What follows belongs to an exercise in optimizing a design on an open flow for small area; a production flow would make more cautious choices. RTL that was checked went through simulation tests only; none was proved equivalent to the original. No functional check of the RTL was part of run 6. Power and IR drop assume default switching activity. The flow treats the clock pin as an ideal source, which a real chip does not have.

===== design/flow/constraint.sdc =====
create_clock -name core_clock -period 5.0 [get_ports {clk}]
set_input_delay 1.0000 -clock core_clock [delete_from_list [all_inputs] [get_ports {clk}]]
set_output_delay 1.0000 -clock core_clock [all_outputs]
set_load 0.01 [all_outputs]

===== design/flow/config.mk =====
export PLATFORM = sky130hd
export DESIGN_NAME = mvm_host_driver
export DESIGN_NICKNAME = mvm_host_driver
export VERILOG_FILES = /design/flow/design.v
export SDC_FILE = /design/flow/constraint.sdc
export NUM_CORES = 4
export LEC_CHECK = 0
export CAP_MARGIN = 20
export CORE_MARGIN = 2
export CORE_UTILIZATION = 40
export SLEW_MARGIN = 20

===== design/flow/run.sh =====
#!/bin/bash
# synth_recipe.tcl (not shown) runs the flow's synth.tcl, then flattens the netlist and writes it again
# the make line also repeats each setting of config.mk as NAME=value (left out here)
make -C /OpenROAD-flow-scripts/flow DESIGN_CONFIG=/design/flow/config.mk WORK_HOME=/design/flow/orfs CLKGATE_MAP_FILE= SYNTH_SCRIPT=/design/flow/synth_recipe.tcl finish

===== design/flow/design.v =====
package mvm_pkg;
  localparam int unsigned K_DEF = 8;
  localparam int unsigned P_DEF = 8;
  localparam int unsigned B_DEF = 20;
  typedef enum logic [1:0] {
    OP_LOAD_MATRIX = 2'd0,
    OP_LOAD_VECTOR = 2'd1,
    OP_RUN         = 2'd2,
    OP_RESERVED    = 2'd3
  } cmd_op_e;
  typedef enum logic [2:0] {
    ST_IDLE      = 3'd0,
    ST_FILL      = 3'd1,
    ST_ARM       = 3'd2,
    ST_BURST     = 3'd3,
    ST_GAP       = 3'd4,
    ST_WAIT_DONE = 3'd5,
    ST_CAPTURE   = 3'd6,
    ST_DRAIN     = 3'd7
  } state_e;
endpackage
module mvm_host_driver_mem #(
  parameter int unsigned W = 20,
  parameter int unsigned L = 32,
  parameter int unsigned T = 8
) (
  input  logic           clk,
  input  logic           en,
  input  logic           sel_res,
  input  logic [W-1:0]   wr_data,
  input  logic [2*W-1:0] res_in,
  output logic [W-1:0]   a_head,
  output logic [2*W-1:0] tap
);
  logic [L*W-1:0] lane_a, lane_b;
  always_ff @(posedge clk) begin
    if (en) begin
      lane_a <= {(sel_res ? res_in[W-1:0] : lane_b[W-1:0]), lane_a[L*W-1:W]};
      lane_b <= {(sel_res ? res_in[2*W-1:W] : wr_data), lane_b[L*W-1:W]};
    end
  end
  assign a_head = lane_a[W-1:0];
  assign tap    = {lane_b[(L-T)*W +: W], lane_a[(L-T)*W +: W]};
endmodule
module mvm_host_driver #(
  parameter int unsigned K          = mvm_pkg::K_DEF,
  parameter int unsigned P          = mvm_pkg::P_DEF,
  parameter int unsigned B          = mvm_pkg::B_DEF,
  parameter int unsigned RES_OFFSET = 2,
  parameter int unsigned TIMEOUT    = 1023
) (
  input  logic             clk,
  input  logic             reset,
  input  logic             cmd_valid,
  output logic             cmd_ready,
  input  logic [1:0]       cmd_op,
  input  logic             in_valid,
  output logic             in_ready,
  input  logic [B-1:0]     in_data,
  output logic             res_valid,
  input  logic             res_ready,
  output logic [2*B-1:0]   res_data,
  output logic             busy,
  output logic             timeout_err,
  output logic             mvm_loadMatrix,
  output logic             mvm_loadVector,
  output logic             mvm_start,
  output logic [B-1:0]     mvm_data,
  input  logic             mvm_done,
  input  logic [2*B-1:0]   mvm_result
);
  localparam int unsigned RW    = 2 * B;
  localparam int unsigned DEPTH = K * P;
  localparam int unsigned L     = DEPTH / 2;
  localparam int unsigned CMAX  = (TIMEOUT > DEPTH + 1) ? TIMEOUT : DEPTH + 1;
  localparam int unsigned CW    = $clog2(CMAX + 1);
  logic idle_q, fill_q, ldm_q, ldv_q, burst_q, gap_q, wait_q, start_q, cap_q, drain_q;
  logic busy_q, err_q;
  logic mat_q;               
  logic [CW-1:0] cnt_q;      
  logic cmd_fire, pop, arm, step, last_word, clr;
  logic fill_end, burst_end, gap_end, wait_done, wait_to, cap_end, drain_end;
  logic fill_d, burst_d, gap_d, wait_d, cap_d, drain_d, busy_d;
  logic [B-1:0]  a_head;
  logic [RW-1:0] tap;
  assign cmd_fire  = cmd_valid & idle_q;
  assign pop       = drain_q & res_ready;
  assign arm       = ldm_q | ldv_q;
  assign step      = ~((fill_q & ~in_valid) | arm | (drain_q & ~res_ready));
  assign last_word = (cnt_q == CW'(mat_q ? DEPTH - 1 : K - 1));
  assign fill_end  = fill_q & in_valid & last_word;
  assign burst_end = burst_q & last_word;
  assign gap_end   = gap_q & (cnt_q == CW'(1));
  assign wait_done = wait_q & mvm_done;
  assign wait_to   = wait_q & ~mvm_done & (cnt_q == CW'(TIMEOUT - 1));
  assign cap_end   = cap_q & (cnt_q == CW'(RES_OFFSET + K - 2));
  assign drain_end = pop & (cnt_q == CW'(K - 1));
  assign clr       = idle_q | fill_end | burst_end | wait_done | cap_end;
  assign fill_d  = (cmd_fire & (cmd_op == mvm_pkg::OP_LOAD_MATRIX || cmd_op == mvm_pkg::OP_LOAD_VECTOR))
                 | (fill_q & ~fill_end);
  assign burst_d = arm | (burst_q & ~burst_end);
  assign gap_d   = burst_end | (gap_q & ~gap_end);
  assign wait_d  = (cmd_fire & cmd_op == mvm_pkg::OP_RUN) | (wait_q & ~wait_done & ~wait_to);
  assign cap_d   = wait_done | (cap_q & ~cap_end);
  assign drain_d = cap_end | (drain_q & ~drain_end);
  assign busy_d  = fill_d | fill_end | burst_d | gap_d | wait_d | cap_d | drain_d;
  always_ff @(posedge clk or negedge reset) begin
    if (!reset) begin
      idle_q  <= 1'b0;
      fill_q  <= 1'b0;
      ldm_q   <= 1'b0;
      ldv_q   <= 1'b0;
      burst_q <= 1'b0;
      gap_q   <= 1'b0;
      wait_q  <= 1'b0;
      start_q <= 1'b0;
      cap_q   <= 1'b0;
      drain_q <= 1'b0;
      busy_q  <= 1'b0;
      err_q   <= 1'b0;
    end else begin
      idle_q  <= ~busy_d;
      fill_q  <= fill_d;
      ldm_q   <= fill_end & mat_q;
      ldv_q   <= fill_end & ~mat_q;
      burst_q <= burst_d;
      gap_q   <= gap_d;
      wait_q  <= wait_d;
      start_q <= cmd_fire & cmd_op == mvm_pkg::OP_RUN;
      cap_q   <= cap_d;
      drain_q <= drain_d;
      busy_q  <= busy_d;
      err_q   <= cmd_fire ? 1'b0 : (err_q | wait_to);
    end
  end
  always_ff @(posedge clk) begin
    cnt_q <= clr ? '0 : cnt_q + CW'(step);
    if (idle_q) mat_q <= (cmd_op == mvm_pkg::OP_LOAD_MATRIX);
  end
  mvm_host_driver_mem #(
    .W (B),
    .L (L),
    .T (K)
  ) u_buf (
    .clk     (clk),
    .en      (step),
    .sel_res (wait_q | cap_q),
    .wr_data (in_data),
    .res_in  (mvm_result),
    .a_head  (a_head),
    .tap     (tap)
  );
  assign cmd_ready      = idle_q;
  assign in_ready       = fill_q;
  assign res_valid      = drain_q;
  assign res_data       = tap;
  assign busy           = busy_q;
  assign timeout_err    = err_q;
  assign mvm_loadMatrix = ldm_q;
  assign mvm_loadVector = ldv_q;
  assign mvm_start      = start_q;
  assign mvm_data       = burst_q ? (mat_q ? a_head : tap[RW-1:B]) : '0;
endmodule

==> results.sh, run 1 <==
export IMPL_path_buf_inv=2
export IMPL_seq_area_sq_mm=0.03897
export IMPL_end_kind="output pin"
export IMPL_io_buffer_count=135
export IMPL_die_y_microns=322.7
export IMPL_start_kind="flip-flop"
export IMPL_netlist_area_sq_mm=0.04062
export IMPL_grt_use_total=0.1088
export IMPL_multi_input_area_sq_mm=0.001306
export IMPL_start_util=0.4045
export IMPL_r2r_cells=3
export IMPL_ios=136
export IMPL_cts_made_buffers=131
export IMPL_wl_mm=56.71
export IMPL_die_area_sq_mm=0.1041
export IMPL_first_iter_violations=1704
export IMPL_criticalPathCategory="flip-flop to output pin"
export IMPL_gr_usage_met3=0.03095
export IMPL_avgSynthCellArea_sq_um=26.71
export IMPL_coreArea_sq_mm=0.1004
export IMPL_regToRegEndpoint="u_buf.lane_b[623]$_DFFE_PN_"
export IMPL_setup_tns_ns=0
export IMPL_slew_viol_final=0
export IMPL_final_net_count=1829
export IMPL_relSlewSlack=0.2502
export IMPL_synth_top_family_by_area="multiplexers"
export IMPL_r2r_start="wait_q$_DFF_PN0_"
export IMPL_top_usage_layer="met1"
export IMPL_drive_gt1_frac=0.1355
export IMPL_peakVddDrop_v=0.0004082
export IMPL_crit_fanout=21
export IMPL_fmaxAchievable_mhz=287.4
export IMPL_switching_power_uw=7497
export IMPL_min_to="u_buf.lane_b[524]$_DFFE_PN_"
export IMPL_slowest_stage="inv_2"
export IMPL_vias=14604
export IMPL_rsz0062_at_grt="no"
export IMPL_cts_setup_buffers=0
export IMPL_cts_path_max_buffers=3
export IMPL_r2r_setup_slack_ns=2.46
export IMPL_area_delta_synth_final_pct=17.71
export IMPL_drtAntennaViolNets=0
export IMPL_cts_sinks=1303
export IMPL_synth_compound_area_frac=0.005298
export IMPL_worstPathCellList="inv_2 -> nor2_1 -> clkdlybuf4s50_1"
export IMPL_comb_power_share=0.087
export IMPL_h_tree_depth=4
export IMPL_cts_clk_slew_worst_paths_ns=0.06
export IMPL_status="complete, no violations"
export IMPL_grt_max_degree=204
export IMPL_switching_share=0.2298
export IMPL_dominantRegCellSynth="edfxtp_1"
export IMPL_worstMarginPinSlew_ns=1.125
export IMPL_yosys_area_share_xor_xnor=0.0006468
export IMPL_synth_seq_cells=1303
export IMPL_clock_latency_ns=0.71
export IMPL_clock_skew_ns=0.02359
export IMPL_fin_area_sq_mm=0.04782
export IMPL_synthAdderAreaFrac=0.0006160
export IMPL_worstHoldPathCells=0
export IMPL_grt_overflow_total=0
export IMPL_remaining_drc_errors=0
export IMPL_gp_congestion=0.7134
export IMPL_cts_tree="yes"
export IMPL_arrival_ns=2.48
export IMPL_setup_violations=0
export IMPL_async_flop_share=0.009210
export IMPL_p_int_uw=25120
export IMPL_grt_pass1_wl_mm=85.91
export IMPL_hold_class="flip-flop to flip-flop"
export IMPL_syn_nets=1591
export IMPL_die_x_microns=322.7
export IMPL_hold_viol=0
export IMPL_clockPowerShare=0.291
export IMPL_hpwl_mm=28.86
export IMPL_p_per_area_mw_per_mm2=682.2
export IMPL_rows=116
export IMPL_first_pass_iters=5
export IMPL_finalCriticalPeriod_ns=3.480
export IMPL_cap_violations=0
export IMPL_crit_family="buffers and inverters"
export IMPL_synthMuxAreaShare=0.01602
export IMPL_cts_hold_buffers=0
export IMPL_min_period_over_period=0.6959
export IMPL_grt_antenna_before_repair=4
export IMPL_viasPerCell=4.548
export IMPL_postCtsResizedCells=0
export IMPL_grtUsageMet1=0.1663
export IMPL_ys_warnings_count=2
export IMPL_worstHoldStart="u_buf.lane_b[544]$_DFFE_PN_"
export IMPL_wire_per_inst_microns=17.66
export IMPL_netlist_instances=1521
export IMPL_place_area_sq_mm=0.04360
export IMPL_cts_root_buffer="clkbuf_16"
export IMPL_grt_pass1_vias=14568
export IMPL_use_met2=0.1449
export IMPL_cp_startpoint="burst_q$_DFF_PN0_"
export IMPL_fillers=8032
export IMPL_synthSimpleGateAreaFrac=0.008840
export IMPL_leakage_uw=0.01596
export IMPL_yosysSeqAreaShare=0.9593
export IMPL_synth_distinct_cells=40
export IMPL_seqPwrFrac=0.621
export IMPL_cp_required_ns=4.00
export IMPL_synth_edf_count=1281
export IMPL_slowest_delay_ns=0.56
layout by cell type, fill, tap and decap left out, types with 10 or more instances in the layout:
master              n
edfxtp_1         1281
clkbuf_16         135
clkdlybuf4s50_1   135
mux2_2             40
clkinv_1           28
nor2_1             22
clkbuf_1           21
mux2i_1            20
buf_4              15
bufinv_16          13
dfrtp_1            11
clkinv_2           10
dfxtp_1            10
registers in the layout (all words and copies together), names as in the netlist:
| name | cells |
|---|---|
| u_buf.lane_b | 640 |
| idle_q | 1 |
| burst_q | 1 |
| ldm_q | 1 |
| ldv_q | 1 |
| busy_q | 1 |
| drain_q | 1 |
| start_q | 1 |
| u_buf.lane_a | 640 |
| err_q | 1 |
| wait_q | 1 |
| cnt_q | 10 |
| mat_q | 1 |
| gap_q | 1 |
| fill_q | 1 |
| cap_q | 1 |
cell usage after synthesis (all sizes together) (3+ instances only):
master  number  area [sq um]
a211oi       7         52.55
buf         44         315.3
clkbuf       8         30.03
dfrtp       12         300.3
dfxtp       10         200.2
edfxtp    1281         38470
inv          9         33.78
mux2        40         450.4
mux2i       20         200.2
nand2        5         18.77
nand3        5         25.02
nand4        5         31.28
nand4b       3         26.28
nor2        23         86.33
nor3         4         20.02
nor4         3         18.77
o21ai        6         30.03
o31ai        3         22.52
or3          3         18.77
or4          4         33.78
xnor2        3         26.28
routing by layer:
| metal | part of all wire | routed length (microns) |
|---|---|---|
| met1 | 0.50 | 28200 |
| met3 | 0.059 | 3327 |
| met4 | 0.025 | 1432 |
| met5 | 0 | 0 |
| met2 | 0.42 | 23750 |
power groups by stage:
stage                     Combinational (uW)  Clock, uW  Sequential, uW
after floorplan                          951          0           16300
after global placement                  2830          0           20300
after detailed placement                2960          0           20400
after CTS                               2950       9860           20400
after global routing                    3160      10300           20800
final                                   2850       9500           20300
per-stage QoR:
step | total power, uW | instances | hold slack, ns | setup slack (ns) | utilization
floorplan | 17260 | 1521 | 0.4003 | -19.52 | -
global placement | 23130 | 2983 | 0.4006 | 1.535 | 0.4341
detailed placement | 23350 | 2983 | 0.4045 | 1.504 | 0.4341
CTS | 33180 | 3210 | 0.4003 | 1.329 | 0.4760
global route | 34180 | 3210 | 0.4130 | 1.355 | 0.4761
finish | 32620 | 3211 | 0.4012 | 1.520 | 0.4761
worst max path at each step:
stage                                  end  slack (ns)  depth (start not counted)
3_3_place_gp   u_buf.lane_b[623]$_DFFE_PN_        1.54                          5
5_1_grt                       mvm_data[13]        1.35                          3
3_5_place_dp   u_buf.lane_b[623]$_DFFE_PN_        1.50                          5
6_report                      mvm_data[13]        1.52                          3
2_1_floorplan          cnt_q[8]$_SDFF_PP0_      -19.52                          6
4_1_cts                       mvm_data[13]        1.33                          3
final cells by class:
type | instances | share of cell area
antenna | 1 | 0.00005233
clock buffer | 156 | 0.07230
clock inverter | 71 | 0.01580
inverter | 9 | 0.0007065
multi-input combinational | 157 | 0.02732
sequential | 1303 | 0.8150
tap | 1357 | 0.03551
timing repair buffer | 157 | 0.03336
cells by family after synthesis:
family / Yosys count
compound gates: 27
xor+xnor: 3
fa+ha+maj: 2
buf+inv: 61
flops: 1303
mux: 60
simple gates: 65
==> inputs of run 2 (changes only) <==
--- a/design/flow/config.mk
+++ b/design/flow/config.mk
@@ -7,5 +7,8 @@
 export LEC_CHECK = 0
 export CAP_MARGIN = 20
 export CORE_MARGIN = 2
-export CORE_UTILIZATION = 40
+export CORE_UTILIZATION = 65
+export CTS_BUF_LIST = sky130_fd_sc_hd__clkbuf_16
+export CTS_CLUSTER_DIAMETER = 80
+export CTS_CLUSTER_SIZE = 30
 export SLEW_MARGIN = 20
==> run 2 against run 1 <==
  * Sequential cell count unchanged
  * Clock-buffer cell count down 103
  * Sequential power about the same
  * Utilization up 24 points
  * Worst hold slack better by 0.013 ns
  * Maximum frequency down 11%
  * First-iteration DRC count down 30%
  * Non-clock buffer count up 3
  * Cell area down 7.1%
  * Critical path type unchanged
==> results.sh, run 2 <==
export IMPL_seq_area_sq_mm=0.03897
export IMPL_avgSynthCellArea_sq_um=26.71
export IMPL_first_iter_violations=1186
export IMPL_grt_antenna_before_repair=0
export IMPL_viasPerCell=5.402
export IMPL_hold_class="flip-flop to flip-flop"
export IMPL_p_int_uw=21400
export IMPL_syn_nets=1591
export IMPL_peakVddDrop_v=0.0003715
export IMPL_cts_root_buffer="clkbuf_16"
export IMPL_clockPowerShare=0.173
export IMPL_end_kind="output pin"
export IMPL_wl_mm=49.06
export IMPL_min_period_over_period=0.7792
export IMPL_comb_power_share=0.101
export IMPL_netlist_top_cells_area="edfxtp_1 95%, mux2_2 1.1%, buf_4 0.74%"
export IMPL_synth_common_cells="1281 x edfxtp_1, 40 x buf_4, 40 x mux2_2, 23 x nor2_1, 20 x mux2i_1"
export IMPL_synth_top_area_frac=0.9469
export IMPL_top_regs="u_buf.lane_a (640), u_buf.lane_b (640), cnt_q (10)"
export IMPL_start_kind="flip-flop"
export IMPL_cts_hold_buffers=0
export IMPL_arrival_ns=2.90
export IMPL_grtUsageMet1=0.2502
export IMPL_switching_power_uw=6381
export IMPL_io_buffer_count=135
export IMPL_netlist_instances=1521
export IMPL_async_flop_share=0.009210
export IMPL_seqPwrFrac=0.726
export IMPL_vias=13689
export IMPL_hold_viol=0
export IMPL_top_usage_layer="met1"
export IMPL_synth_distinct_cells=40
export IMPL_cts_path_max_buffers=3
export IMPL_worstMarginPinSlew_ns=1.065
export IMPL_multi_input_area_sq_mm=0.001306
export IMPL_layout_commonest_cell="edfxtp_1"
export IMPL_start_util=0.6583
export IMPL_leakage_uw=0.01468
export IMPL_drtAntennaViolNets=0
export IMPL_setup_tns_ns=0
export IMPL_die_x_microns=254.0
export IMPL_wire_per_inst_microns=19.36
export IMPL_grt_max_degree=155
export IMPL_gr_usage_met3=0.02714
export IMPL_use_met2=0.2087
export IMPL_status="complete, no violations"
export IMPL_die_y_microns=254.0
export IMPL_relSlewSlack=0.2901
export IMPL_criticalPathCategory="flip-flop to output pin"
export IMPL_final_cell_mix="1281 x edfxtp_1, 135 x clkdlybuf4s50_1, 53 x clkbuf_16"
export IMPL_postCtsResizedCells=0
export IMPL_synth_most_common_cell="edfxtp_1"
export IMPL_remaining_drc_errors=0
export IMPL_stdcell_count=2534
export IMPL_grt_pass1_wl_mm=73.00
export IMPL_h_tree_depth=2
export IMPL_rows=91
export IMPL_netlist_area_sq_mm=0.04062
export IMPL_hpwl_mm=25.83
export IMPL_cts_sinks=1303
export IMPL_final_net_count=1751
export IMPL_dominantRegCellSynth="edfxtp_1"
export IMPL_cp_required_ns=4.00
export IMPL_gp_congestion=0.7665
export IMPL_drive_gt1_frac=0.07837
export IMPL_yosysTopAreaCell="edfxtp_1"
export IMPL_area_delta_synth_final_pct=9.317
export IMPL_finalCriticalPeriod_ns=3.896
export IMPL_cap_violations=0
export IMPL_grt_use_total=0.1503
export IMPL_ios=136
export IMPL_p_per_area_mw_per_mm2=625.6
export IMPL_clock_skew_ns=0.01442
export IMPL_fmaxAchievable_mhz=256.7
export IMPL_coreArea_sq_mm=0.06171
export IMPL_setup_violations=0
export IMPL_place_inst=2466
export IMPL_setup_slack_ns=1.104
export IMPL_power_uw=27780
export IMPL_die_area_sq_mm=0.06451
export IMPL_cts_made_buffers=50
export IMPL_rsz0062_at_grt="no"
export IMPL_cts_setup_buffers=0
export IMPL_ys_warnings_count=2
export IMPL_synth_seq_cells=1303
export IMPL_clock_latency_ns=0.62
export IMPL_fillers=3627
export IMPL_first_pass_iters=4
export IMPL_cts_tree="yes"
export IMPL_switching_share=0.2297
export IMPL_post_place_ws_ns=1.315
export IMPL_synth_edf_count=1281
export IMPL_crit_fanout=13
export IMPL_grt_overflow_total=0
export IMPL_cts_clk_slew_worst_paths_ns=0.10
export IMPL_slew_viol_final=0
export IMPL_grt_pass1_vias=12800
export IMPL_diodes=0
export IMPL_yosysSeqAreaShare=0.9593
## run 2: cell counts after synthesis
Identical to the previous run, type by type.
## run 2: kinds of logic after synthesis
logic type,Yosys count,synth area share
XOR/XNOR,3,0.0006469
buffers and inverters,61,0.009332
flip-flops,1303,0.9593
AND/OR/NAND/NOR,65,0.008840
multiplexers,60,0.01602
AO/OA/AOI/OAI,27,0.005298
adder cells (fa/ha/maj),2,0.0006159
## run 2: routing by layer
metal / vias to the layer above / wire length, microns
li1: 6321 / -
met1: 7082 / 25160
met2: 215 / 20890
met3: 71 / 1920
met4: 0 / 1090
met5: - / 0
## run 2: power groups by stage
stage / clock network (uW) / logic [uW] / registers [uW]
after detailed placement: 0 / 2910 / 20300
after floorplan: 0 / 951 / 16300
after global routing: 5340 / 3100 / 20600
after global placement: 0 / 2800 / 20300
final: 4800 / 2800 / 20200
after CTS: 5010 / 2880 / 20300
## run 2: final cells by class
type / instances / share of cell area
flip-flops and latches: 1303 / 0.8775
repair buffers: 160 / 0.03691
clock buffers: 53 / 0.02987
multi-input cells: 157 / 0.02942
well taps: 837 / 0.02358
clock inverters: 15 / 0.001944
inverters: 9 / 0.0007607
## run 2: worst max-delay path, stage by stage (launching register included)
cell and delay, ns:
edfxtp_1 1.06, buf_4 0.41, mux2i_1 0.24, nor2_1 0.06, clkdlybuf4s50_1 0.51
## run 2: worst paths after layout
path                                        startpoint                          end  slack (ns)  depth (start not counted)
setup / recovery                       mat_q$_DFFE_PP_                 mvm_data[19]        1.10                          4
hold / removal             u_buf.lane_b[459]$_DFFE_PN_  u_buf.lane_b[439]$_DFFE_PN_        0.41                          0
setup reg to reg                       mat_q$_DFFE_PP_              ldv_q$_DFF_PN0_        2.22                          4
hold reg to reg            u_buf.lane_b[459]$_DFFE_PN_  u_buf.lane_b[439]$_DFFE_PN_        0.41                          0
max in group asynchronous                        reset             fill_q$_DFF_PN0_        3.86                          1
min in group asynchronous                        reset             wait_q$_DFF_PN0_        0.74                          1
## run 2: stage by stage
step / area, sq um / util / hold WS (ns)
after floorplan: 40650 / - / 0.4003
after global placement: 43000 / 0.6967 / 0.4002
after detailed placement: 43000 / 0.6967 / 0.4045
after CTS: 44410 / 0.7196 / 0.4184
after global routing: 44410 / 0.7196 / 0.4249
final: 44410 / 0.7196 / 0.4147
==> inputs of run 3 (changes only) <==
--- a/design/flow/config.mk
+++ b/design/flow/config.mk
@@ -9,6 +9,6 @@
 export CORE_MARGIN = 2
 export CORE_UTILIZATION = 65
 export CTS_BUF_LIST = sky130_fd_sc_hd__clkbuf_16
-export CTS_CLUSTER_DIAMETER = 80
-export CTS_CLUSTER_SIZE = 30
+export CTS_CLUSTER_DIAMETER = 60
+export CTS_CLUSTER_SIZE = 24
 export SLEW_MARGIN = 20
==> run 3 against run 2 <==
  * Utilization grew 1.0 points
  * Highest routed layer unchanged
  * Synthesized area did not move
  * Via count grew 1.7%
  * First-iteration DRC count down 2.5%
  * Setup slack gained 0.014 ns
  * Combinational power is essentially flat
  * Sequential share of layout area down 1.2 points
  * Global-route usage is 0.36 points higher
==> results.sh, run 3 <==
export IMPL_start_util=0.6583
export IMPL_criticalPathCategory="flip-flop to output pin"
export IMPL_first_iter_violations=1156
export IMPL_ios=136
export IMPL_rsz0062_at_grt="no"
export IMPL_cts_hold_buffers=0
export IMPL_peakVddDrop_v=0.0004828
export IMPL_leakage_uw=0.01499
export IMPL_area_delta_synth_final_pct=10.88
export IMPL_rows=91
export IMPL_synth_seq_cells=1303
export IMPL_yosysTopAreaCell="edfxtp_1"
export IMPL_cts_root_buffer="clkbuf_16"
export IMPL_cap_violations=0
export IMPL_cts_path_max_buffers=3
export IMPL_crit_fanout=13
export IMPL_finalCriticalPeriod_ns=3.881
export IMPL_slowest_stage="edfxtp_1"
export IMPL_slew_viol_final=0
export IMPL_arrival_ns=2.88
export IMPL_top_regs="u_buf.lane_a (640), u_buf.lane_b (640), cnt_q (10)"
export IMPL_netlist_instances=1521
export IMPL_die_x_microns=254.0
export IMPL_clock_skew_ns=0.01693
export IMPL_synth_distinct_cells=40
export IMPL_grt_pass1_wl_mm=74.04
export IMPL_synth_common_cells="1281 x edfxtp_1, 40 x buf_4, 40 x mux2_2, 23 x nor2_1, 20 x mux2i_1"
export IMPL_setup_tns_ns=0
export IMPL_syn_nets=1591
export IMPL_grt_use_total=0.1539
export IMPL_fmaxAchievable_mhz=257.6
export IMPL_coreArea_sq_mm=0.06171
export IMPL_cts_clk_slew_worst_paths_ns=0.09
export IMPL_die_y_microns=254.0
export IMPL_viasPerCell=5.432
export IMPL_clock_latency_ns=0.61
export IMPL_hold_class="flip-flop to flip-flop"
export IMPL_grt_max_degree=155
export IMPL_die_area_sq_mm=0.06451
export IMPL_io_buffer_count=135
export IMPL_hold_viol=0
export IMPL_cp_required_ns=4.00
export IMPL_end_kind="output pin"
export IMPL_yosysSeqAreaShare=0.9593
export IMPL_synth_top_area_frac=0.9469
export IMPL_dominantRegCellSynth="edfxtp_1"
export IMPL_final_net_count=1768
export IMPL_relSlewSlack=0.2974
export IMPL_grt_antenna_before_repair=0
export IMPL_start_kind="flip-flop"
export IMPL_netlist_top_cells_area="edfxtp_1 95%, mux2_2 1.1%, buf_4 0.74%"
export IMPL_h_tree_depth=3
export IMPL_drive_gt1_frac=0.09328
export IMPL_layout_commonest_cell="edfxtp_1"
export IMPL_worstMarginPinSlew_ns=1.054
export IMPL_holdWs_ns=0.4094
export IMPL_slowest_delay_ns=1.05
export IMPL_netlist_area_sq_mm=0.04062
export IMPL_first_pass_iters=5
export IMPL_cts_setup_buffers=0
export IMPL_diodes=0
export IMPL_wire_per_inst_microns=19.42
export IMPL_crit_family="flip-flops"
export IMPL_avgSynthCellArea_sq_um=26.71
export IMPL_async_flop_share=0.009210
export IMPL_hpwl_mm=25.83
export IMPL_cts_tree="yes"
export IMPL_cts_sinks=1303
export IMPL_cts_made_buffers=67
export IMPL_grt_pass1_vias=13067
export IMPL_p_per_area_mw_per_mm2=641.4
export IMPL_path_buf_inv=2
export IMPL_drtAntennaViolNets=0
export IMPL_setup_violations=0
export IMPL_status="complete, no violations"
export IMPL_synth_edf_count=1281
export IMPL_postCtsResizedCells=0
export IMPL_min_period_over_period=0.7763
export IMPL_remaining_drc_errors=0
export IMPL_final_cell_mix="1281 x edfxtp_1, 135 x clkdlybuf4s50_1, 73 x clkbuf_16"
export IMPL_synth_most_common_cell="edfxtp_1"
export IMPL_vias=13921
export IMPL_ys_warnings_count=2
export IMPL_gp_congestion=0.7665
export IMPL_grt_overflow_total=0
export IMPL_worstPathCellList="buf_4 -> mux2i_1 -> nor2_1 -> clkdlybuf4s50_1"
export IMPL_wl_mm=49.78
## run 3: cell counts after synthesis
No cell type changed its count.
## run 3: report_power, final
part / internal [uW] / switching [uW]
clock network: 2810 / 3080
registers: 18700 / 1530
logic: 820 / 1990
total: 22300 / 6600
## run 3: final timing paths
path,from,to,slack [ns],cells past startpoint
setup / recovery,mat_q$_DFFE_PP_,mvm_data[19],1.12,4
hold / removal,u_buf.lane_a[83]$_DFFE_PN_,u_buf.lane_a[63]$_DFFE_PN_,0.41,0
setup reg to reg,mat_q$_DFFE_PP_,ldv_q$_DFF_PN0_,2.22,4
hold reg to reg,u_buf.lane_a[83]$_DFFE_PN_,u_buf.lane_a[63]$_DFFE_PN_,0.41,0
max in group asynchronous,reset,fill_q$_DFF_PN0_,3.86,1
min in group asynchronous,reset,start_q$_DFF_PN0_,0.74,1
## run 3: per-layer routing
| layer | routed length [microns] | GRT usage | vias to the layer above |
|---|---|---|---|
| met5 | 0 | 0 | - |
| met4 | 1153 | 0.05210 | 0 |
| met3 | 2126 | 0.03216 | 73 |
| met2 | 21220 | 0.2104 | 252 |
| met1 | 25280 | 0.2529 | 7223 |
| li1 | - | - | 6373 |
## run 3: final cells by class
cell class	instances	area (sq um)
Sequential cell	1303	38970
Fill cell	3561	16670
Clock buffer	73	1827
Timing Repair Buffer	160	1639
Multi-Input combinational cell	157	1306
Tap cell	837	1047
Clock inverter	24	219.0
Inverter	9	33.78
## run 3: cell families (layout without fill, tap and decap cells)
| group | after synthesis | count (layout) | share of synthesized area |
|---|---|---|---|
| AND/OR/NAND/NOR | 65 | 65 | 0.008840 |
| flip-flops | 1303 | 1303 | 0.9593 |
| XOR/XNOR | 3 | 3 | 0.0006469 |
| adder cells (fa/ha/maj) | 2 | 2 | 0.0006159 |
| AO/OA/AOI/OAI | 27 | 27 | 0.005298 |
| buffers and inverters | 61 | 266 | 0.009332 |
| multiplexers | 60 | 60 | 0.01602 |
## run 3: worst register-to-register path: cells and delay by family, from the launching register on
| family | cells | cell delay (ns) |
|---|---|---|
| flops | 1 | 0.81 |
| buf+inv | 1 | 0.41 |
| simple gates | 2 | 0.94 |
| compound gates | 1 | 0.48 |
## run 3: metrics by stage
| step | worst slack [ns] | instance area, sq um | util | instances | total power, uW |
|---|---|---|---|---|---|
| 3_5_place_dp | 1.315 | 43000 | 0.6967 | 2466 | 23250 |
| 4_1_cts | 1.013 | 45040 | 0.7299 | 2563 | 29280 |
| 6_report | 1.119 | 45040 | 0.7299 | 2563 | 28890 |
| 5_1_grt | 0.9792 | 45040 | 0.7299 | 2563 | 30210 |
| 3_3_place_gp | 1.332 | 43000 | 0.6967 | 2466 | 23090 |
| 2_1_floorplan | -19.52 | 40650 | - | 1521 | 17260 |
==> inputs of run 4 (changes only) <==
--- a/design/flow/design.v
+++ b/design/flow/design.v
@@ -74,22 +74,23 @@
   localparam int unsigned L     = DEPTH / 2;
   localparam int unsigned CMAX  = (TIMEOUT > DEPTH + 1) ? TIMEOUT : DEPTH + 1;
   localparam int unsigned CW    = $clog2(CMAX + 1);
-  logic idle_q, fill_q, ldm_q, ldv_q, burst_q, gap_q, wait_q, start_q, cap_q, drain_q;
+  logic idle_q, fill_q, ldm_q, ldv_q, bm_q, bv_q, gap_q, wait_q, start_q, cap_q, drain_q;
   logic busy_q, err_q;
   logic mat_q;               
   logic [CW-1:0] cnt_q;      
   logic cmd_fire, pop, arm, step, last_word, clr;
   logic fill_end, burst_end, gap_end, wait_done, wait_to, cap_end, drain_end;
-  logic fill_d, burst_d, gap_d, wait_d, cap_d, drain_d, busy_d;
+  logic burst, fill_d, burst_d, gap_d, wait_d, cap_d, drain_d, busy_d;
   logic [B-1:0]  a_head;
   logic [RW-1:0] tap;
   assign cmd_fire  = cmd_valid & idle_q;
   assign pop       = drain_q & res_ready;
   assign arm       = ldm_q | ldv_q;
+  assign burst     = bm_q | bv_q;
   assign step      = ~((fill_q & ~in_valid) | arm | (drain_q & ~res_ready));
   assign last_word = (cnt_q == CW'(mat_q ? DEPTH - 1 : K - 1));
   assign fill_end  = fill_q & in_valid & last_word;
-  assign burst_end = burst_q & last_word;
+  assign burst_end = burst & last_word;
   assign gap_end   = gap_q & (cnt_q == CW'(1));
   assign wait_done = wait_q & mvm_done;
   assign wait_to   = wait_q & ~mvm_done & (cnt_q == CW'(TIMEOUT - 1));
@@ -98,7 +99,7 @@
   assign clr       = idle_q | fill_end | burst_end | wait_done | cap_end;
   assign fill_d  = (cmd_fire & (cmd_op == mvm_pkg::OP_LOAD_MATRIX || cmd_op == mvm_pkg::OP_LOAD_VECTOR))
                  | (fill_q & ~fill_end);
-  assign burst_d = arm | (burst_q & ~burst_end);
+  assign burst_d = arm | (burst & ~burst_end);
   assign gap_d   = burst_end | (gap_q & ~gap_end);
   assign wait_d  = (cmd_fire & cmd_op == mvm_pkg::OP_RUN) | (wait_q & ~wait_done & ~wait_to);
   assign cap_d   = wait_done | (cap_q & ~cap_end);
@@ -110,7 +111,8 @@
       fill_q  <= 1'b0;
       ldm_q   <= 1'b0;
       ldv_q   <= 1'b0;
-      burst_q <= 1'b0;
+      bm_q    <= 1'b0;
+      bv_q    <= 1'b0;
       gap_q   <= 1'b0;
       wait_q  <= 1'b0;
       start_q <= 1'b0;
@@ -123,7 +125,8 @@
       fill_q  <= fill_d;
       ldm_q   <= fill_end & mat_q;
       ldv_q   <= fill_end & ~mat_q;
-      burst_q <= burst_d;
+      bm_q    <= ldm_q | (bm_q & ~burst_end);
+      bv_q    <= ldv_q | (bv_q & ~burst_end);
       gap_q   <= gap_d;
       wait_q  <= wait_d;
       start_q <= cmd_fire & cmd_op == mvm_pkg::OP_RUN;
@@ -159,5 +162,5 @@
   assign mvm_loadMatrix = ldm_q;
   assign mvm_loadVector = ldv_q;
   assign mvm_start      = start_q;
-  assign mvm_data       = burst_q ? (mat_q ? a_head : tap[RW-1:B]) : '0;
+  assign mvm_data       = (a_head & {B{bm_q}}) | (tap[RW-1:B] & {B{bv_q}});
 endmodule
==> design/flow/flow/run.sh (new file) <==
#!/bin/bash
# Standard layout, with smaller port buffers and a coarser clock tree without dummy loads.
set -euo pipefail
export BUFFER_PORTS_ARGS="-buffer_cell sky130_fd_sc_hd__buf_1"
export CTS_ARGS="-sink_clustering_enable -repair_clock_nets -sink_clustering_size 40 -sink_clustering_max_diameter 60 -buf_list sky130_fd_sc_hd__clkbuf_16 -dont_use_dummy_load"
bash standard.sh > standard.log 2>&1
==> design/flow/standard.sh (new file) <==
#!/bin/bash
# synth_recipe.tcl (not shown) runs the flow's synth.tcl, then flattens the netlist and writes it again
# the make line also repeats each setting of config.mk as NAME=value (left out here)
make -C /OpenROAD-flow-scripts/flow DESIGN_CONFIG=/design/flow/config.mk WORK_HOME=/design/flow/orfs CLKGATE_MAP_FILE= SYNTH_SCRIPT=/design/flow/synth_recipe.tcl "${@:-finish}"
==> design/flow/config.mk (replaced) <==
export PLATFORM = sky130hd
export DESIGN_NAME = mvm_host_driver
export DESIGN_NICKNAME = mvm_host_driver
export VERILOG_FILES = /design/flow/design.v
export SDC_FILE = /design/flow/constraint.sdc
export NUM_CORES = 4
export LEC_CHECK = 0
export CAP_MARGIN = 20
export CORE_MARGIN = 2
export CORE_UTILIZATION = 75
export SLEW_MARGIN = 20
removed: design/flow/run.sh
==> run 4 against run 3 <==
  * Utilization grew 7.2 points
  * Clock skew grew 0.029 ns
  * Largest cell class unchanged
  * Maximum frequency grew 25%
  * Sequential power is essentially flat
  * Global-route usage grew 2.0 points
  * Highest routed layer unchanged
  * Still clean
  * Total power shrank 5.7%
  * Clock power shrank 22%
  * Sequential cell count grew 1
  * Cell count shrank 8.4%
  * Synthesized area is essentially flat
==> results.sh, run 4 <==
export IMPL_viasPerCell=5.802
export IMPL_r2r_cells=4
export IMPL_final_cell_mix="1281 x edfxtp_1, 135 x buf_1, 51 x clkbuf_16"
export IMPL_grt_pass1_vias=12662
export IMPL_synth_seq_cells=1304
export IMPL_clock_latency_ns=0.63
export IMPL_setup_tns_ns=0
export IMPL_coreArea_sq_mm=0.05371
export IMPL_leakage_uw=0.01419
export IMPL_layout_commonest_cell="edfxtp_1"
export IMPL_worst_path_stages=3
export IMPL_p_per_area_mw_per_mm2=632.4
export IMPL_start_util=0.7556
export IMPL_die_y_microns=236.6
export IMPL_dominantRegCellSynth="edfxtp_1"
export IMPL_setup_violations=0
export IMPL_gp_congestion=0.7926
export IMPL_grt_overflow_total=0
export IMPL_wire_per_inst_microns=20.95
export IMPL_avgSynthCellArea_sq_um=27.00
export IMPL_cts_sinks=1304
export IMPL_arrival_ns=2.09
export IMPL_area_delta_synth_final_pct=6.178
export IMPL_crit_fanout=15
export IMPL_relSlewSlack=0.3361
export IMPL_hold_viol=0
export IMPL_drive_gt1_frac=0.07030
export IMPL_async_flop_share=0.009969
export IMPL_fmaxAchievable_mhz=323.2
export IMPL_worstHoldPathCells=0
export IMPL_slowest_delay_ns=0.71
export IMPL_synth_most_common_cell="edfxtp_1"
export IMPL_criticalPathCategory="flip-flop to output pin"
export IMPL_remaining_drc_errors=0
export IMPL_cts_tree="yes"
export IMPL_clock_skew_ns=0.04627
export IMPL_start_kind="flip-flop"
export IMPL_status="complete, no violations"
export IMPL_min_period_over_period=0.6188
export IMPL_die_x_microns=236.6
export IMPL_top_regs="u_buf.lane_a (640), u_buf.lane_b (640), cnt_q (10)"
export IMPL_die_area_sq_mm=0.05599
export IMPL_rsz0062_at_grt="no"
export IMPL_hold_class="flip-flop to flip-flop"
export IMPL_cap_violations=0
export IMPL_netlist_area_sq_mm=0.04058
export IMPL_yosysSeqAreaShare=0.9608
export IMPL_crit_family="flip-flops"
export IMPL_grt_use_total=0.1739
export IMPL_synth_common_cells="1281 x edfxtp_1, 42 x buf_4, 40 x mux2_2, 21 x a22o_1, 13 x dfrtp_1"
export IMPL_end_kind="output pin"
export IMPL_cts_path_max_buffers=3
export IMPL_synth_edf_count=1281
export IMPL_netlist_instances=1503
export IMPL_cp_required_ns=4.00
export IMPL_vias=13618
export IMPL_hpwl_mm=24.24
export IMPL_cts_clk_slew_worst_paths_ns=0.12
export IMPL_cts_made_buffers=51
export IMPL_final_net_count=1722
export IMPL_h_tree_depth=2
export IMPL_peakVddDrop_v=0.0004615
export IMPL_slew_viol_final=0
export IMPL_ios=136
export IMPL_post_route_util=0.8023
export IMPL_worstMarginPinSlew_ns=0.9958
export IMPL_yosysTopAreaCell="edfxtp_1"
export IMPL_wl_mm=49.16
export IMPL_synth_distinct_cells=44
export IMPL_grt_pass1_wl_mm=72.89
export IMPL_postCtsResizedCells=0
export IMPL_synth_top_area_frac=0.9478
export IMPL_syn_nets=1573
export IMPL_place_inst=2295
export IMPL_slowest_stage="dfrtp_1"
export IMPL_cts_hold_buffers=0
export IMPL_drtAntennaViolNets=0
export IMPL_grt_antenna_before_repair=1
export IMPL_ys_warnings_count=2
export IMPL_grt_max_degree=195
export IMPL_finalCriticalPeriod_ns=3.094
export IMPL_first_pass_iters=7
export IMPL_cts_setup_buffers=0
export IMPL_io_buffer_count=135
export IMPL_cts_root_buffer="clkbuf_16"
export IMPL_path_buf_inv=2
export IMPL_worstPathCellList="buf_4 -> a22o_1 -> buf_1"
export IMPL_power_uw=27250
export IMPL_stdcell_count=2347
export IMPL_netlist_top_cells_area="edfxtp_1 95%, mux2_2 1.1%, dfrtp_1 0.80%"
export IMPL_first_iter_violations=1308
export IMPL_rows=85
-- run 4: cell types whose count changed in the layout (fill, tap and decap cells not counted), sizes merged, moves of 19 or more --
cell           delta
nor2             -19
buf             +125
mux2i            -20
a22o             +20
clkdlybuf4s50   -135
clkbuf           -22
-- run 4: kinds of logic (layout without fill, tap and decap cells) --
kind of cell / count (synthesis) / count (layout) / share of synthesized area
xor+xnor: 3 / 3 / 0.0006475
buf+inv: 61 / 208 / 0.009742
flops: 1304 / 1304 / 0.9608
fa+ha+maj: 2 / 2 / 0.0006165
simple gates: 47 / 47 / 0.007369
other cells: 0 / 1 / 0
mux: 40 / 40 / 0.01110
compound gates: 46 / 46 / 0.009742
-- run 4: worst paths after layout --
path	startpoint	slack, ns	to
max in group asynchronous	reset	4.08	bm_q$_DFF_PN0_
worst min-delay path	u_buf.lane_a[385]$_DFFE_PN_	0.38	u_buf.lane_a[365]$_DFFE_PN_
worst max-delay path	bm_q$_DFF_PN0_	1.91	mvm_data[9]
min in group asynchronous	reset	0.44	bv_q$_DFF_PN0_
worst min register to register	u_buf.lane_a[385]$_DFFE_PN_	0.38	u_buf.lane_a[365]$_DFFE_PN_
worst max register to register	drain_q$_DFF_PN0_	2.25	u_buf.lane_b[16]$_DFFE_PN_
-- run 4: area by class of cell --
cell class,instances,area [sq um]
fillers,2473,10620
well taps,696,870.8
repair buffers,150,685.7
clock buffers,51,1276
diodes,1,2.502
multi-input cells,138,1237
flip-flops and latches,1304,38990
inverters,7,26.28
-- run 4: layer usage --
layer,vias to the layer above,global-route usage,share of wire
met4,0,0.04910,0.022
met5,-,0,0
met1,7035,0.2881,0.49
met2,254,0.2520,0.45
li1,6261,-,-
met3,68,0.02716,0.038
-- run 4: power by group --
part | switching [uW] | internal (uW)
Combinational | 1820 | 463
Clock | 2760 | 1830
Sequential | 1630 | 18700
-- run 4: metrics by stage --
step	hold slack, ns	setup WS (ns)	area [sq um]
after floorplan	0.4003	-41.60	40620
after global routing	0.3848	1.807	43090
after global placement	0.4001	1.454	41810
after CTS	0.3831	1.827	43090
final	0.3841	1.906	43090
after detailed placement	0.4045	1.427	41810
==> inputs of run 5 (changes only) <==
==> design/flow/flow/run.sh (replaced) <==
#!/bin/bash
# Standard layout, with smaller port buffers and a coarser clock tree without dummy loads.
set -euo pipefail
export BUFFER_PORTS_ARGS="-buffer_cell sky130_fd_sc_hd__buf_1"
export CTS_ARGS="-sink_clustering_enable -repair_clock_nets -sink_clustering_size 30 -sink_clustering_max_diameter 80 -buf_list sky130_fd_sc_hd__clkbuf_16 -dont_use_dummy_load"
bash standard.sh > standard.log 2>&1
--- a/design/flow/config.mk
+++ b/design/flow/config.mk
@@ -7,5 +7,5 @@
 export LEC_CHECK = 0
 export CAP_MARGIN = 20
 export CORE_MARGIN = 2
-export CORE_UTILIZATION = 75
+export CORE_UTILIZATION = 65
 export SLEW_MARGIN = 20
==> run 5 against run 4 <==
  * Sequential cell count did not move
  * Sequential share of layout area fell by 0.40 points
  * Total power fell by 0.52%
  * Clock-buffer cell count fell by 2
  * Die area rose by 15%
  * Clock power fell by 0.9%
  * Worst hold slack improved by 0.032 ns
  * Largest cell class unchanged
==> results.sh, run 5 <==
export IMPL_die_area_sq_mm=0.06445
export IMPL_cts_tree="yes"
export IMPL_hold_viol=0
export IMPL_avgSynthCellArea_sq_um=27.00
export IMPL_end_kind="output pin"
export IMPL_io_buffer_count=135
export IMPL_hold_class="flip-flop to flip-flop"
export IMPL_grt_use_total=0.1459
export IMPL_regToRegEndpoint="u_buf.lane_b[609]$_DFFE_PN_"
export IMPL_area_delta_synth_final_pct=6.647
export IMPL_netlist_area_sq_mm=0.04058
export IMPL_slowest_delay_ns=0.84
export IMPL_syn_nets=1573
export IMPL_synth_top_area_frac=0.9478
export IMPL_async_flop_share=0.009969
export IMPL_cts_hold_buffers=0
export IMPL_wire_per_inst_microns=19.36
export IMPL_status="complete, no violations"
export IMPL_cts_path_max_buffers=3
export IMPL_setup_violations=0
export IMPL_cts_made_buffers=49
export IMPL_dominantRegCellSynth="edfxtp_1"
export IMPL_leakage_uw=0.01419
export IMPL_finalCriticalPeriod_ns=3.199
export IMPL_yosysSeqAreaShare=0.9608
export IMPL_cp_startpoint="bm_q$_DFF_PN0_"
export IMPL_rows=91
export IMPL_criticalPathCategory="flip-flop to output pin"
export IMPL_die_x_microns=253.9
export IMPL_vias=13645
export IMPL_hpwl_mm=23.77
export IMPL_p_per_area_mw_per_mm2=626.3
export IMPL_ios=136
export IMPL_clock_latency_ns=0.62
export IMPL_wl_mm=48.09
export IMPL_final_net_count=1719
export IMPL_grt_pass1_vias=12359
export IMPL_viasPerCell=5.493
export IMPL_crit_fanout=14
export IMPL_fmaxAchievable_mhz=312.6
export IMPL_synth_edf_count=1281
export IMPL_first_iter_violations=1479
export IMPL_layout_commonest_cell="edfxtp_1"
export IMPL_h_tree_depth=2
export IMPL_cts_sinks=1304
export IMPL_rsz0062_at_grt="no"
export IMPL_slew_viol_final=0
export IMPL_drive_gt1_frac=0.06861
export IMPL_yosysTopAreaCell="edfxtp_1"
export IMPL_cts_setup_buffers=0
export IMPL_min_period_over_period=0.6399
export IMPL_netlist_instances=1503
export IMPL_peakVddDrop_v=0.0003941
export IMPL_synth_seq_cells=1304
export IMPL_r2r_start="drain_q$_DFF_PN0_"
export IMPL_r2r_setup_slack_ns=2.17
export IMPL_setup_tns_ns=0
export IMPL_final_cell_mix="1281 x edfxtp_1, 135 x buf_1, 49 x clkbuf_16"
export IMPL_cts_root_buffer="clkbuf_16"
export IMPL_relSlewSlack=0.2920
export IMPL_cts_clk_slew_worst_paths_ns=0.11
export IMPL_grt_max_degree=223
export IMPL_grt_overflow_total=0
export IMPL_slowest_stage="dfrtp_1"
export IMPL_grt_antenna_before_repair=1
export IMPL_cp_required_ns=4.00
export IMPL_die_y_microns=253.9
export IMPL_postCtsResizedCells=0
export IMPL_cap_violations=0
export IMPL_drtAntennaViolNets=0
export IMPL_top_regs="u_buf.lane_a (640), u_buf.lane_b (640), cnt_q (10)"
export IMPL_first_pass_iters=5
export IMPL_netlist_top_cells_area="edfxtp_1 95%, mux2_2 1.1%, dfrtp_1 0.80%"
export IMPL_worstMarginPinSlew_ns=1.062
export IMPL_coreArea_sq_mm=0.06171
export IMPL_path_buf_inv=2
export IMPL_start_kind="flip-flop"
export IMPL_diodes=0
export IMPL_arrival_ns=2.20
export IMPL_start_util=0.6576
export IMPL_synth_common_cells="1281 x edfxtp_1, 42 x buf_4, 40 x mux2_2, 21 x a22o_1, 13 x dfrtp_1"
export IMPL_post_route_util=0.7014
export IMPL_remaining_drc_errors=0
export IMPL_ys_warnings_count=2
export IMPL_r2r_cells=5
export IMPL_synth_distinct_cells=44
export IMPL_endpoint="mvm_data[2]"
export IMPL_clock_skew_ns=0.02459
export IMPL_worst_path_stages=3
export IMPL_gp_congestion=0.7368
export IMPL_synth_most_common_cell="edfxtp_1"
export IMPL_power_uw=27110
export IMPL_worstPathCellList="buf_4 -> a22o_1 -> buf_1"
export IMPL_grt_pass1_wl_mm=70.83
export IMPL_crit_family="flip-flops"
-- run 5: changes by cell type in the layout (fill, tap and decap cells not counted), sizes merged --
| cell | delta |
|---|---|
| buf | -1 |
| diode | -1 |
| clkbuf | -2 |
-- run 5: cell type report --
type / instances / area, sq um
sequential: 1304 / 38990
tap: 837 / 1047
clock buffer: 49 / 1226
inverter: 7 / 26.28
timing repair buffer: 149 / 752.0
multi-input combinational: 138 / 1237
fill: 3711 / 18430
-- run 5: through the flow --
step,instance area (sq um),instances,worst slack [ns],hold WS [ns]
floorplan,40620,1503,-41.60,0.4003
global placement,42000,2433,1.540,0.4000
detailed placement,42000,2433,1.511,0.4045
CTS,43230,2482,1.672,0.4123
global route,43280,2484,1.655,0.4240
finish,43280,2484,1.801,0.4162
-- run 5: worst min path at each step --
| stage | from | endpoint | depth (start not counted) |
|---|---|---|---|
| 2_1_floorplan | u_buf.lane_a[20]$_DFFE_PN_ | u_buf.lane_a[0]$_DFFE_PN_ | 0 |
| 3_3_place_gp | u_buf.lane_b[574]$_DFFE_PN_ | u_buf.lane_b[554]$_DFFE_PN_ | 0 |
| 3_5_place_dp | u_buf.lane_a[129]$_DFFE_PN_ | u_buf.lane_a[109]$_DFFE_PN_ | 0 |
| 4_1_cts | u_buf.lane_b[531]$_DFFE_PN_ | u_buf.lane_b[511]$_DFFE_PN_ | 0 |
| 5_1_grt | u_buf.lane_a[446]$_DFFE_PN_ | u_buf.lane_a[426]$_DFFE_PN_ | 0 |
| 6_report | u_buf.lane_b[531]$_DFFE_PN_ | u_buf.lane_b[511]$_DFFE_PN_ | 0 |
-- run 5: layer usage --
layer,GRT usage,vias up,part of all wire
li1,-,6256,-
met3,0.02458,63,0.037
met4,0.03782,0,0.019
met1,0.2511,7106,0.51
met5,0,-,0
met2,0.1980,220,0.43
-- run 5: logic make-up after synthesis --
family                     Yosys count  share of synthesized area
AOI/OAI and AO/OA                   46                   0.009742
xor gates and xnor gates             3                  0.0006475
adders and majority gates            2                  0.0006165
buffers and inverters               61                   0.009742
DFF                               1304                     0.9608
muxes                               40                    0.01110
and+or+nand+nor                     47                   0.007369
-- run 5: report_power, final --
group	internal [uW]	total [uW]	switching [uW]
Combinational	507	2330	1830
Clock	1770	4550	2780
Sequential	18700	20200	1520
==> inputs of run 6 (changes only) <==
--- a/design/flow/design.v
+++ b/design/flow/design.v
@@ -20,27 +20,48 @@
   } state_e;
 endpackage
 module mvm_host_driver_mem #(
-  parameter int unsigned W = 20,
-  parameter int unsigned L = 32,
-  parameter int unsigned T = 8
+  parameter int unsigned W  = 20,
+  parameter int unsigned NP = 16,
+  parameter int unsigned RC = 8
 ) (
   input  logic           clk,
-  input  logic           en,
+  input  logic           do_s,
   input  logic           sel_res,
+  input  logic           use_q,
+  input  logic           t,
   input  logic [W-1:0]   wr_data,
   input  logic [2*W-1:0] res_in,
-  output logic [W-1:0]   a_head,
-  output logic [2*W-1:0] tap
+  output logic [W-1:0]   tap_a,
+  output logic [W-1:0]   tap_b
 );
-  logic [L*W-1:0] lane_a, lane_b;
+  localparam int unsigned RP = RC / 2 - 1;       
+  localparam int unsigned VP = NP - RC / 2;      
+  logic [NP-1:0][W-1:0] xa;
+  logic [NP-1:0][W-1:0] ya;
+  logic [NP-1:0][W-1:0] xb;
+  logic [NP-1:0][W-1:0] yb;
+  logic [W-1:0] q;
   always_ff @(posedge clk) begin
-    if (en) begin
-      lane_a <= {(sel_res ? res_in[W-1:0] : lane_b[W-1:0]), lane_a[L*W-1:W]};
-      lane_b <= {(sel_res ? res_in[2*W-1:W] : wr_data), lane_b[L*W-1:W]};
+    q <= wr_data;
+    for (int unsigned p = 0; p < NP; p++) begin
+      ya[p] <= xa[p];
+      yb[p] <= xb[p];
+      if (sel_res && p == RP) begin
+        xa[p] <= res_in[W-1:0];
+      end else if (do_s) begin
+        xa[p] <= (p == NP - 1) ? yb[0] : ya[(p + 1) % NP];
+      end else begin
+        xa[p] <= ya[p];
+      end
+      if (do_s) begin
+        xb[p] <= (p == NP - 1) ? (use_q ? q : sel_res ? res_in[2*W-1:W] : wr_data) : yb[(p + 1) % NP];
+      end else begin
+        xb[p] <= yb[p];
+      end
     end
   end
-  assign a_head = lane_a[W-1:0];
-  assign tap    = {lane_b[(L-T)*W +: W], lane_a[(L-T)*W +: W]};
+  assign tap_a = t ? xa[0]  : ya[0];
+  assign tap_b = t ? xb[VP] : yb[VP];
 endmodule
 module mvm_host_driver #(
   parameter int unsigned K          = mvm_pkg::K_DEF,
@@ -71,23 +92,23 @@
 );
   localparam int unsigned RW    = 2 * B;
   localparam int unsigned DEPTH = K * P;
-  localparam int unsigned L     = DEPTH / 2;
+  localparam int unsigned NP    = DEPTH / 4;
   localparam int unsigned CMAX  = (TIMEOUT > DEPTH + 1) ? TIMEOUT : DEPTH + 1;
   localparam int unsigned CW    = $clog2(CMAX + 1);
   logic idle_q, fill_q, ldm_q, ldv_q, bm_q, bv_q, gap_q, wait_q, start_q, cap_q, drain_q;
   logic busy_q, err_q;
   logic mat_q;               
   logic [CW-1:0] cnt_q;      
-  logic cmd_fire, pop, arm, step, last_word, clr;
+  logic cmd_fire, pop, arm, inc, last_word, clr;
+  logic pm, ev, do_s, phi_q, k_q;
   logic fill_end, burst_end, gap_end, wait_done, wait_to, cap_end, drain_end;
   logic burst, fill_d, burst_d, gap_d, wait_d, cap_d, drain_d, busy_d;
-  logic [B-1:0]  a_head;
-  logic [RW-1:0] tap;
+  logic [B-1:0]  tap_a, tap_b;
   assign cmd_fire  = cmd_valid & idle_q;
   assign pop       = drain_q & res_ready;
   assign arm       = ldm_q | ldv_q;
   assign burst     = bm_q | bv_q;
-  assign step      = ~((fill_q & ~in_valid) | arm | (drain_q & ~res_ready));
+  assign inc       = ~((fill_q & ~in_valid) | arm | (drain_q & ~res_ready));
   assign last_word = (cnt_q == CW'(mat_q ? DEPTH - 1 : K - 1));
   assign fill_end  = fill_q & in_valid & last_word;
   assign burst_end = burst & last_word;
@@ -136,31 +157,38 @@
       err_q   <= cmd_fire ? 1'b0 : (err_q | wait_to);
     end
   end
+  assign pm   = fill_q | arm | burst | drain_q;
+  assign ev   = (fill_q & in_valid) | burst | pop;
+  assign do_s = ~pm | (~phi_q & (k_q | ev));
   always_ff @(posedge clk) begin
-    cnt_q <= clr ? '0 : cnt_q + CW'(step);
+    cnt_q <= clr ? '0 : cnt_q + CW'(inc);
     if (idle_q) mat_q <= (cmd_op == mvm_pkg::OP_LOAD_MATRIX);
+    phi_q <= pm & (phi_q ^ ~do_s);
+    k_q   <= pm & ev & (phi_q | k_q);
   end
   mvm_host_driver_mem #(
-    .W (B),
-    .L (L),
-    .T (K)
+    .W  (B),
+    .NP (NP),
+    .RC (K)
   ) u_buf (
     .clk     (clk),
-    .en      (step),
+    .do_s    (do_s),
     .sel_res (wait_q | cap_q),
+    .use_q   (k_q),
+    .t       (phi_q | k_q),
     .wr_data (in_data),
     .res_in  (mvm_result),
-    .a_head  (a_head),
-    .tap     (tap)
+    .tap_a   (tap_a),
+    .tap_b   (tap_b)
   );
   assign cmd_ready      = idle_q;
   assign in_ready       = fill_q;
   assign res_valid      = drain_q;
-  assign res_data       = tap;
+  assign res_data       = {tap_b, tap_a};
   assign busy           = busy_q;
   assign timeout_err    = err_q;
   assign mvm_loadMatrix = ldm_q;
   assign mvm_loadVector = ldv_q;
   assign mvm_start      = start_q;
-  assign mvm_data       = (a_head & {B{bm_q}}) | (tap[RW-1:B] & {B{bv_q}});
+  assign mvm_data       = (tap_a & {B{bm_q}}) | (tap_b & {B{bv_q}});
 endmodule
--- a/design/flow/config.mk
+++ b/design/flow/config.mk
@@ -9,3 +9,4 @@
 export CORE_MARGIN = 2
 export CORE_UTILIZATION = 65
 export SLEW_MARGIN = 20
+export SYNTH_HIERARCHICAL = 1
==> run 6 against run 5 <==
  * Worst hold slack got worse by 0.13 ns
  * Sequential power decreased by 24%
  * Largest power group unchanged
  * Total power increased by 0.61%
  * Die area decreased by 10%
  * Register-to-register slack got worse by 0.36 ns
  * Utilization decreased by 0.64 points
  * Cell area decreased by 11%
  * Critical path depth increased by 2
  * Cell count increased by 27%
  * Clock-buffer cell count increased by 1
  * Highest routed layer unchanged
==> results.sh, run 6 <==
export IMPL_status="complete, no violations"
export IMPL_fillers=3863
export IMPL_worstMarginPinSlew_ns=0.8566
export IMPL_syn_nets=2361
export IMPL_cts_path_max_buffers=3
export IMPL_start_util=0.6591
export IMPL_final_net_count=2468
export IMPL_drive_gt1_frac=0.3055
export IMPL_netlist_area_sq_mm=0.03645
export IMPL_first_pass_iters=5
export IMPL_avgSynthCellArea_sq_um=15.91
export IMPL_wire_per_inst_microns=16.45
export IMPL_area_delta_synth_final_pct=5.440
export IMPL_grt_overflow_total=0
export IMPL_viasPerCell=5.071
export IMPL_rows=86
export IMPL_netlist_top_cells_area="dfxtp_1 72%, mux2_2 20%, buf_6 1.9%"
export IMPL_grt_pass1_vias=16006
export IMPL_die_y_microns=240.8
export IMPL_io_buffer_count=135
export IMPL_cts_made_buffers=50
export IMPL_start_kind="flip-flop"
export IMPL_grt_max_degree=130
export IMPL_die_area_sq_mm=0.05799
export IMPL_cts_setup_buffers=0
export IMPL_grt_use_total=0.1778
export IMPL_grt_pass1_wl_mm=82.65
export IMPL_r2r_setup_slack_ns=1.81
export IMPL_slowest_stage="or2_2"
export IMPL_cap_violations=0
export IMPL_setup_slack_ns=1.233
export IMPL_wl_mm=51.71
export IMPL_first_iter_violations=873
export IMPL_r2r_cells=7
export IMPL_hold_class="flip-flop to flip-flop"
export IMPL_post_place_ws_ns=1.533
export IMPL_routed_top_layer="met4"
export IMPL_setup_tns_ns=0
export IMPL_remaining_drc_errors=0
export IMPL_finalCriticalPeriod_ns=3.767
export IMPL_setup_violations=0
export IMPL_wl_met1_mm=24.55
export IMPL_relSlewSlack=0.4289
export IMPL_diodes=0
export IMPL_cts_sinks=1326
export IMPL_hpwl_mm=34.06
export IMPL_ys_warnings_count=8
export IMPL_r2r_start="bm_q$_DFF_PN0_"
export IMPL_worstPathCellList="or2_2 -> buf_4 -> mux2_2 -> a22o_1 -> buf_1"
export IMPL_synth_seq_cells=1326
export IMPL_synth_most_common_cell="dfxtp_1"
export IMPL_clock_skew_ns=0.04033
export IMPL_final_cell_mix="1312 x dfxtp_1, 642 x mux2_2, 135 x buf_1"
export IMPL_end_kind="output pin"
export IMPL_layout_commonest_cell="dfxtp_1"
export IMPL_wl_met2_mm=24.10
export IMPL_slew_viol_final=0
export IMPL_regToRegEndpoint="u_buf.xa[247]$_DFF_P_"
export IMPL_dominantRegCellSynth="dfxtp_1"
export IMPL_gp_congestion=0.9004
export IMPL_vias=15944
export IMPL_cts_tree="yes"
export IMPL_synth_edf_count=1
export IMPL_hold_viol=0
export IMPL_arrival_ns=2.77
export IMPL_drtAntennaViolNets=0
export IMPL_worstHoldStart="u_buf.xb[311]$_DFF_P_"
export IMPL_coreArea_sq_mm=0.05531
export IMPL_h_tree_depth=2
export IMPL_postCtsResizedCells=0
export IMPL_synth_common_cells="1312 x dfxtp_1, 642 x mux2_2, 60 x buf_6, 28 x nand2_1, 22 x nor2b_1"
export IMPL_cp_required_ns=4.00
export IMPL_die_x_microns=240.8
export IMPL_slowest_delay_ns=0.70
export IMPL_netlist_instances=2291
export IMPL_yosysTopAreaCell="dfxtp_1"
export IMPL_cts_clk_slew_worst_paths_ns=0.11
export IMPL_min_to="u_buf.yb[311]$_DFF_P_"
export IMPL_yosysSeqAreaShare=0.7303
export IMPL_leakage_uw=0.01579
export IMPL_rsz0062_at_grt="no"
export IMPL_peakVddDrop_v=0.0007144
export IMPL_cts_hold_buffers=0
export IMPL_clock_latency_ns=0.62
export IMPL_dr_wl_met3_mm=1.857
export IMPL_worstHoldPathCells=0
export IMPL_min_period_over_period=0.7533
export IMPL_crit_fanout=29
export IMPL_synth_distinct_cells=52
export IMPL_cts_root_buffer="clkbuf_16"
export IMPL_criticalPathCategory="flip-flop to output pin"
export IMPL_p_per_area_mw_per_mm2=709.6
export IMPL_async_flop_share=0.009804
export IMPL_grt_antenna_before_repair=0
export IMPL_ios=136
export IMPL_fmaxAchievable_mhz=265.5
export IMPL_synth_top_area_frac=0.7205
-- run 6: changes by cell type after synthesis, sizes merged, moves of 5 or more --
cell     change
mux2i       +20
nor2b       +21
nor3         +5
o21ai       +18
dfxtp     +1302
nand2       +24
a2111oi      -7
mux2       +620
a221o       +19
buf         +35
edfxtp    -1280
nor2        +13
-- run 6: cell type report --
cell class	count	area [sq um]	area share
Sequential cell	1326	26620	0.6926
Multi-Input combinational cell	866	8951	0.2329
Clock buffer	50	1251	0.03255
Tap cell	748	935.9	0.02435
Timing Repair Buffer	148	654.4	0.01703
Inverter	6	22.52	0.0005860
-- run 6: how the worst max path moves through the flow --
| stage | startpoint | endpoint | slack, ns | cells past startpoint |
|---|---|---|---|---|
| 2_1_floorplan | in_valid | u_buf.xb[308]$_DFF_P_ | 2.46 | 8 |
| 3_3_place_gp | in_valid | u_buf.xa[223]$_DFF_P_ | 1.59 | 8 |
| 3_5_place_dp | in_valid | u_buf.xa[247]$_DFF_P_ | 1.53 | 8 |
| 4_1_cts | k_q$_DFF_P_ | mvm_data[12] | 1.19 | 5 |
| 5_1_grt | k_q$_DFF_P_ | mvm_data[12] | 1.08 | 5 |
| 6_report | k_q$_DFF_P_ | mvm_data[15] | 1.23 | 5 |
-- run 6: cell families after synthesis --
family | share of synthesized area
adders and majority gates | 0.0006864
and+or+nand+nor | 0.01483
muxes | 0.2111
xor gates and xnor gates | 0.001922
DFF | 0.7303
AOI/OAI and AO/OA | 0.01661
buffers and inverters | 0.02454
-- run 6: layer usage --
metal | global-route usage | vias to the layer above
li1 | - | 7995
met1 | 0.2420 | 7702
met2 | 0.2943 | 166
met3 | 0.02997 | 81
met4 | 0.05219 | 0
met5 | 0 | -
-- run 6: per-stage QoR --
| step | hold slack [ns] | utilization | power, uW | instance area, sq um | std cells |
|---|---|---|---|---|---|
| 2_1_floorplan | 0.3096 | - | 21760 | 36450 | 2291 |
| 3_5_place_dp | 0.3121 | 0.6723 | 22980 | 37180 | 3094 |
| 4_1_cts | 0.2860 | 0.6949 | 27620 | 38440 | 3144 |
| 3_3_place_gp | 0.3097 | 0.6723 | 22670 | 37180 | 3094 |
| 6_report | 0.2818 | 0.6949 | 27270 | 38440 | 3144 |
| 5_1_grt | 0.2857 | 0.6949 | 28770 | 38440 | 3144 |
-- run 6: worst max-delay path, delay by kind of cell, from the launching register on --
kind	cells	cell delay, ns
AND/OR/NAND/NOR	1	0.70
AO/OA/AOI/OAI	1	0.18
multiplexers	1	0.41
flip-flops	1	0.39
buffers and inverters	2	0.47
-- run 6: where the power goes --
| part | internal, uW | leakage [uW] | switching [uW] |
|---|---|---|---|
| Combinational | 3980 | 0.00416 | 3250 |
| Clock | 1810 | 0.000616 | 2840 |
| Sequential | 14000 | 0.0110 | 1400 |
| Total | 19800 | 0.0158 | 7490 |

-- afterwards: timing with drivers on the ports --
In the flow no input, the clock included, has a driving cell. The finished layouts below were timed again as built, in two steps.
Step 1 assumes that a clkbuf_16 drives the clock port and a buf_2 every other input.
Step 2 also shifts input and output timing later by t, the mid clock arrival at the registers, as if the neighbouring blocks saw the same clock.
Three values: ideal, step 1, step 2; two values: the first two.
run | t, ns | setup WS [ns] | worst setup path after step 2 | worst data-port slew with drivers (ns)
run 1 | 0.762 | 1.520 / 1.459 / 1.527 | input to register | 0.12
run 2 | 0.673 | 1.104 / 1.044 / 1.360 | input to register | 0.07
run 3 | 0.665 | 1.119 / 1.059 / 1.346 | input to register | 0.07
run 4 | 0.662 | 1.906 / 1.849 / 1.476 | input to register | 0.09
run 5 | 0.669 | 1.801 / 1.738 / 1.366 | input to register | 0.05
run 6 | 0.659 | 1.233 / 1.175 / 1.550 | input to register | 0.06
After both steps every run listed still meets setup and hold. The setup slack of run 5, which loses most, moves by -0.063 ns with the drivers and by -0.435 ns with both steps.
